This is an optimization exercise on Yosys and OpenROAD, whose aim is small area, a short achievable clock period and few clock cycles, not a production implementation.
In this exercise RTL edits were held to simulation tests only and were not proved equivalent to the original.

==> v17: inputs <==
## dec_round_key_gen
module dec_round_key_gen
#(
    parameter int NW_MAX = NW_MAX_DEF,
    parameter int KEY_W  = KEY_W_DEF
) (
    input  logic             i_Clk,
    input  logic             i_Rst,
    input  logic             i_Start,
    input  logic [KEY_W-1:0] i_Key,
    input  logic [1:0]       i_Key_Mode,
    input  logic             i_Round_Ready,
    output logic [127:0]     o_Round_Key,
    output logic             o_Round_Valid,
    output logic [3:0]       o_Round_Idx,
    output logic             o_Last,
    output logic             o_Busy
);
export LEC_CHECK = 0
export CAP_MARGIN = 20
export CORE_MARGIN = 2
export CORE_UTILIZATION = 40
export SETUP_SLACK_MARGIN = 2.0
export SLEW_MARGIN = 20
create_clock -name core_clock -period 32.0 [get_ports {i_Clk}]
standard.sh (not shown) runs the stock make flow with config.mk's settings and CLKGATE_MAP_FILE= SYNTH_SCRIPT=/design/flow/synth_recipe.tcl, a recipe that flattens the netlist after the stock synthesis.
==> flow/flow/run.sh <==
#!/bin/bash
# Layout flow: the standard ORFS flow (standard.sh) with two changes.
#  1. Synthesis maps the logic with an area-oriented ABC script (flow/area.abc) in place of
#     ORFS's speed script. Registers are mapped before ABC runs, so they are exactly the
#     standard synthesis's registers, with the same names and cells.
#  2. ORFS's timing repair aims for the setup slack in flow/margin.txt (ns) at the design's
#     clock period, instead of the small default margin.
# Every tool's output goes to ORFS's per-step logs under orfs/logs, and make's to flow.log.
set -uo pipefail
W=$PWD
MARGIN=$(cat flow/margin.txt)
{
  echo "proc abc {args} { set i [lsearch \$args -script]; if {\$i >= 0} { set args [lreplace \$args \$i [expr {\$i+1}] -script $W/flow/area.abc] }; yosys abc {*}\$args }"
  cat synth_recipe.tcl
} > my_synth.tcl
sed -e "s#SYNTH_SCRIPT=[^ ]*#SYNTH_SCRIPT=$W/my_synth.tcl#" \
    -e "s#SETUP_SLACK_MARGIN=[^ ]*#SETUP_SLACK_MARGIN=$MARGIN#" standard.sh > my_standard.sh
bash my_standard.sh > flow.log 2>&1
==> flow/flow/area.abc <==
strash
&get -n
&dch -f
&nf -R 1000
&put
==> flow/flow/margin.txt <==
24
==> v2: changes against v17 <==
--- a/flow/design.v
+++ b/flow/design.v
@@ -188,13 +188,20 @@
     endfunction
     logic [31:0] r_W [8];
     logic        r_Nk6;          
     logic        r_Nk8;          
     logic [3:0]  r_Rnd;          
     ctrl_t       r_C;            
+    logic        r_Idle;
+    logic        r_NValid;
+    logic        r_Busy;
+    logic        r_Valid;
     logic        w_Fwd;
+    logic        w_BusyNext;
+    logic        w_ValidNext;
+    logic        w_LastNext;
     logic        w_Adv;          
     logic [3:0]  w_EndRnd;
     logic        w_FwdLast;
     logic [3:0]  w_RndNext;
     logic        w_BwdNext;
     ctrl_t       w_CFirst;
@@ -204,35 +211,35 @@
     logic [31:0] w_T;
     logic [31:0] w_P [4];
     logic [31:0] w_A [4];
     logic [31:0] w_Y [4];
     logic [31:0] w_Rc0;
     logic [31:0] w_Rc2;
-    assign w_Fwd     = o_Busy && !o_Round_Valid;
-    assign w_Adv     = !o_Round_Valid || i_Round_Ready;
+    assign w_Fwd     = r_Busy && !r_Valid;
+    assign w_Adv     = !r_Valid || i_Round_Ready;
     assign w_EndRnd  = r_Nk8 ? NR_256 : r_Nk6 ? NR_192 : NR_128;
     assign w_FwdLast = (r_Rnd == w_EndRnd - 4'd1);
     assign w_SubIn = ({32{r_C.sin[3]}} & r_W[7]) ^ ({32{r_C.sin[2]}} & r_W[3]) ^
                      ({32{r_C.sin[1]}} & r_W[2]) ^ ({32{r_C.sin[0]}} & r_W[1]);
     dec_key_word_step u_sub (.i_Word(w_SubIn), .o_Word(w_SubOut));
     assign w_T = r_C.rot ? {w_SubOut[23:0], w_SubOut[31:24]} : w_SubOut;
     assign w_Rc0 = {r_C.j0 ? r_C.rc : 8'h00, 24'h000000};
     assign w_Rc2 = {r_C.j2 ? r_C.rc : 8'h00, 24'h000000};
     always_comb begin
         for (int j = 0; j < 4; j++)
             w_P[j] = ({32{r_C.off[0]}} & r_W[j]) | ({32{r_C.off[1]}} & r_W[j+2]) |
                      ({32{r_C.off[2]}} & r_W[j+4]);
-        w_A[0] = w_P[0] ^ w_Rc0 ^ (r_C.j0 ? 32'h0 : (o_Round_Valid ? r_W[1] : r_W[7]));
-        w_A[1] = w_P[1] ^ (o_Round_Valid ? w_P[0] : w_A[0]);
-        w_A[2] = w_P[2] ^ w_Rc2 ^ (r_C.j2 ? 32'h0 : (o_Round_Valid ? w_P[1] : w_A[1]));
-        w_A[3] = w_P[3] ^ (o_Round_Valid ? w_P[2] : w_A[2]);
+        w_A[0] = w_P[0] ^ w_Rc0 ^ (r_C.j0 ? 32'h0 : (r_Valid ? r_W[1] : r_W[7]));
+        w_A[1] = w_P[1] ^ (r_Valid ? w_P[0] : w_A[0]);
+        w_A[2] = w_P[2] ^ w_Rc2 ^ (r_C.j2 ? 32'h0 : (r_Valid ? w_P[1] : w_A[1]));
+        w_A[3] = w_P[3] ^ (r_Valid ? w_P[2] : w_A[2]);
         for (int j = 0; j < 4; j++)
             w_Y[j] = w_A[j] ^ ({32{r_C.g[j]}} & w_T);
     end
     always_ff @(posedge i_Clk) begin
-        if (!o_Busy) begin
+        if (!r_Busy) begin
             for (int k = 0; k < 8; k++)
                 r_W[k] <= i_Key[KEY_W-1-32*k -: 32];
         end else if (w_Fwd) begin
             for (int k = 0; k < 4; k++) begin
                 r_W[k]   <= r_W[k+4];
                 r_W[k+4] <= w_Y[k];
@@ -248,47 +255,63 @@
             end
         end
     end
     assign w_CFirst = step_ctrl(i_Key_Mode == KEY_192, i_Key_Mode[1], {3'b000, i_Key_Mode[1]}, 1'b0);
     always_comb begin
         w_RndNext = r_Rnd;
-        w_BwdNext = o_Round_Valid;
+        w_BwdNext = r_Valid;
         if (w_Fwd) begin
             w_RndNext = r_Rnd + 4'd1;
             w_BwdNext = w_FwdLast;
         end else begin
             w_RndNext = r_Rnd - 4'd1;
         end
     end
     assign w_CNext = step_ctrl(r_Nk6, r_Nk8, w_RndNext, w_BwdNext);
     always_ff @(posedge i_Clk) begin
-        if (!o_Busy) begin
+        if (!r_Busy) begin
             r_Nk6 <= (i_Key_Mode == KEY_192);
             r_Nk8 <= i_Key_Mode[1];
             r_Rnd <= {3'b000, i_Key_Mode[1]};
             r_C   <= w_CFirst;
         end else if (w_Adv) begin
             r_Rnd <= w_RndNext;
             r_C   <= w_CNext;
         end
     end
+    assign r_Busy  = !r_Idle;
+    assign r_Valid = !r_NValid;
+    always_comb begin
+        w_BusyNext  = r_Busy;
+        w_ValidNext = r_Valid;
+        w_LastNext  = o_Last;
+        if (!r_Busy) begin
+            w_BusyNext = i_Start;
+        end else if (w_Fwd) begin
+            if (w_FwdLast)
+                w_ValidNext = 1'b1;
+        end else if (i_Round_Ready) begin
+            w_LastNext = (r_Rnd == 4'd1);
+            if (r_Rnd == 4'd0) begin
+                w_BusyNext  = 1'b0;
+                w_ValidNext = 1'b0;
+            end
+        end
+    end
     always_ff @(posedge i_Clk or posedge i_Rst) begin
         if (i_Rst) begin
+            r_Idle        <= 1'b1;
+            r_NValid      <= 1'b1;
             o_Busy        <= 1'b0;
             o_Round_Valid <= 1'b0;
             o_Last        <= 1'b0;
-        end else if (!o_Busy) begin
-            o_Busy <= i_Start;
-        end else if (w_Fwd) begin
-            if (w_FwdLast)
-                o_Round_Valid <= 1'b1;
-        end else if (i_Round_Ready) begin
-            o_Last <= (r_Rnd == 4'd1);
-            if (o_Last) begin
-                o_Busy        <= 1'b0;
-                o_Round_Valid <= 1'b0;
-            end
+        end else begin
+            r_Idle        <= !w_BusyNext;
+            r_NValid      <= !w_ValidNext;
+            o_Busy        <= w_BusyNext;
+            o_Round_Valid <= w_ValidNext;
+            o_Last        <= w_LastNext;
         end
     end
     assign o_Round_Key = {r_W[4], r_W[5], r_W[6], r_W[7]};
     assign o_Round_Idx = r_Rnd;
 endmodule
==> flow/flow/run.sh (replaced) <==
#!/bin/bash
# Layout flow: the standard ORFS flow (standard.sh) with these changes, set in flow/params.sh:
#  1. Synthesis maps the logic with an area-oriented ABC script (flow/area.abc) in place of
#     ORFS's speed script. Registers are mapped before ABC runs, so they are exactly the
#     standard synthesis's registers, with the same names and cells.
#  2. ORFS's timing repair aims for MARGIN ns of setup slack at the design's clock period,
#     instead of the small default margin.
#  3. Ports are buffered with BUF_CELL (every input and output still gets its own buffer).
# Every tool's output goes to ORFS's per-step logs under orfs/logs, and make's to flow.log.
set -uo pipefail
W=$PWD
source flow/params.sh
{
  echo "proc abc {args} { set i [lsearch \$args -script]; if {\$i >= 0} { set args [lreplace \$args \$i [expr {\$i+1}] -script $W/flow/area.abc] }; yosys abc {*}\$args }"
  cat synth_recipe.tcl
} > my_synth.tcl
sed -e "s#SYNTH_SCRIPT=[^ ]*#SYNTH_SCRIPT=$W/my_synth.tcl#" \
    -e "s#SETUP_SLACK_MARGIN=[^ ]*#SETUP_SLACK_MARGIN=$MARGIN#" standard.sh > my_standard.sh
export BUFFER_PORTS_ARGS="-buffer_cell $BUF_CELL"
bash my_standard.sh > flow.log 2>&1
==> flow/flow/params.sh (new file) <==
MARGIN=24.3
BUF_CELL=sky130_fd_sc_hd__buf_1
--- a/flow/config.mk
+++ b/flow/config.mk
@@ -4,9 +4,9 @@
 export VERILOG_FILES = /design/flow/design.v
 export SDC_FILE = /design/flow/constraint.sdc
 export NUM_CORES = 8
 export LEC_CHECK = 0
 export CAP_MARGIN = 20
 export CORE_MARGIN = 2
-export CORE_UTILIZATION = 40
+export CORE_UTILIZATION = 50
 export SETUP_SLACK_MARGIN = 2.0
 export SLEW_MARGIN = 20
removed: flow/flow/margin.txt
==> notes <==
v17 passed the timing, design-rule and antenna checks. v2 completed with no timing, DRC or antenna violations. In v2 the wire length is lower than in v17, by about 12%. Between v2 and v17, the lower worst setup slack is in v17 (gap 0.29 ns). Against v17, the final cell count of v2 is smaller by about 10%. Critical path depth is the same in v17 and v2. Between v17 and v2, the lower cell area is in v2 (gap about 14%, measured against v2).
==> figures <==
	v2	v17
Status	finished clean	finished clean
Area of the multi-input gates	0.01647 mm²	0.01705 mm²
Number of placement rows	81	93
Normalized max-slew margin	27.61%	27.08%
Register bit count reported by yosys	289	287
Cell area reported after detailed placement	0.02773 mm²	0.03128 mm²
Mux share of post-synthesis cell area	2.940%	3.951%
Post-synth top area share	33.12%	32.11%
Highest metal used	met5	met4
Syn Nets	3,116	3,281
Sequential cell area in the final layout	0.008593 mm²	0.008546 mm²
Met2 Track Usage GR	55.11%	47.77%
Testbench counts of v17, summed over its fixed seeds: cycles 5,064.
Testbench counts of v2, summed over its fixed seeds: cycles 5,064.

[port drivers added, routing unchanged]
The flow's constraints put no driver on any port. The routed layouts listed below were extracted and timed again, unchanged, in two steps. Step 1 sets driving cells, clkbuf_16 on the clock port and buf_2 on the other inputs (assumed; they add their load-dependent delay and slew). Step 2 moves the port delays by t, midway between the first and last clock arrival at a register: inputs arrive t later, outputs are due t later. That takes back most of the time a late clock gives input paths. Three values: ideal ports, drivers, drivers and shift; two values: the first two.
| run | t, ns | setup slack, ns | worst setup path after step 2 | slew at the worst register clock pin (ns) | pins driven straight from the clock port |
|---|---|---|---|---|---|
| v17 | 0.622 | 24.030 / 23.964 / 23.540 | input to register | 0.07 / 0.07 | 1 |
| v2 | 0.621 | 24.315 / 24.251 / 23.732 | input to register | 0.06 / 0.06 | 1 |
After both steps every run listed still meets setup and hold. For v2, which loses most, drivers alone change the setup slack by -0.064 ns; drivers and shift together by -0.583 ns.
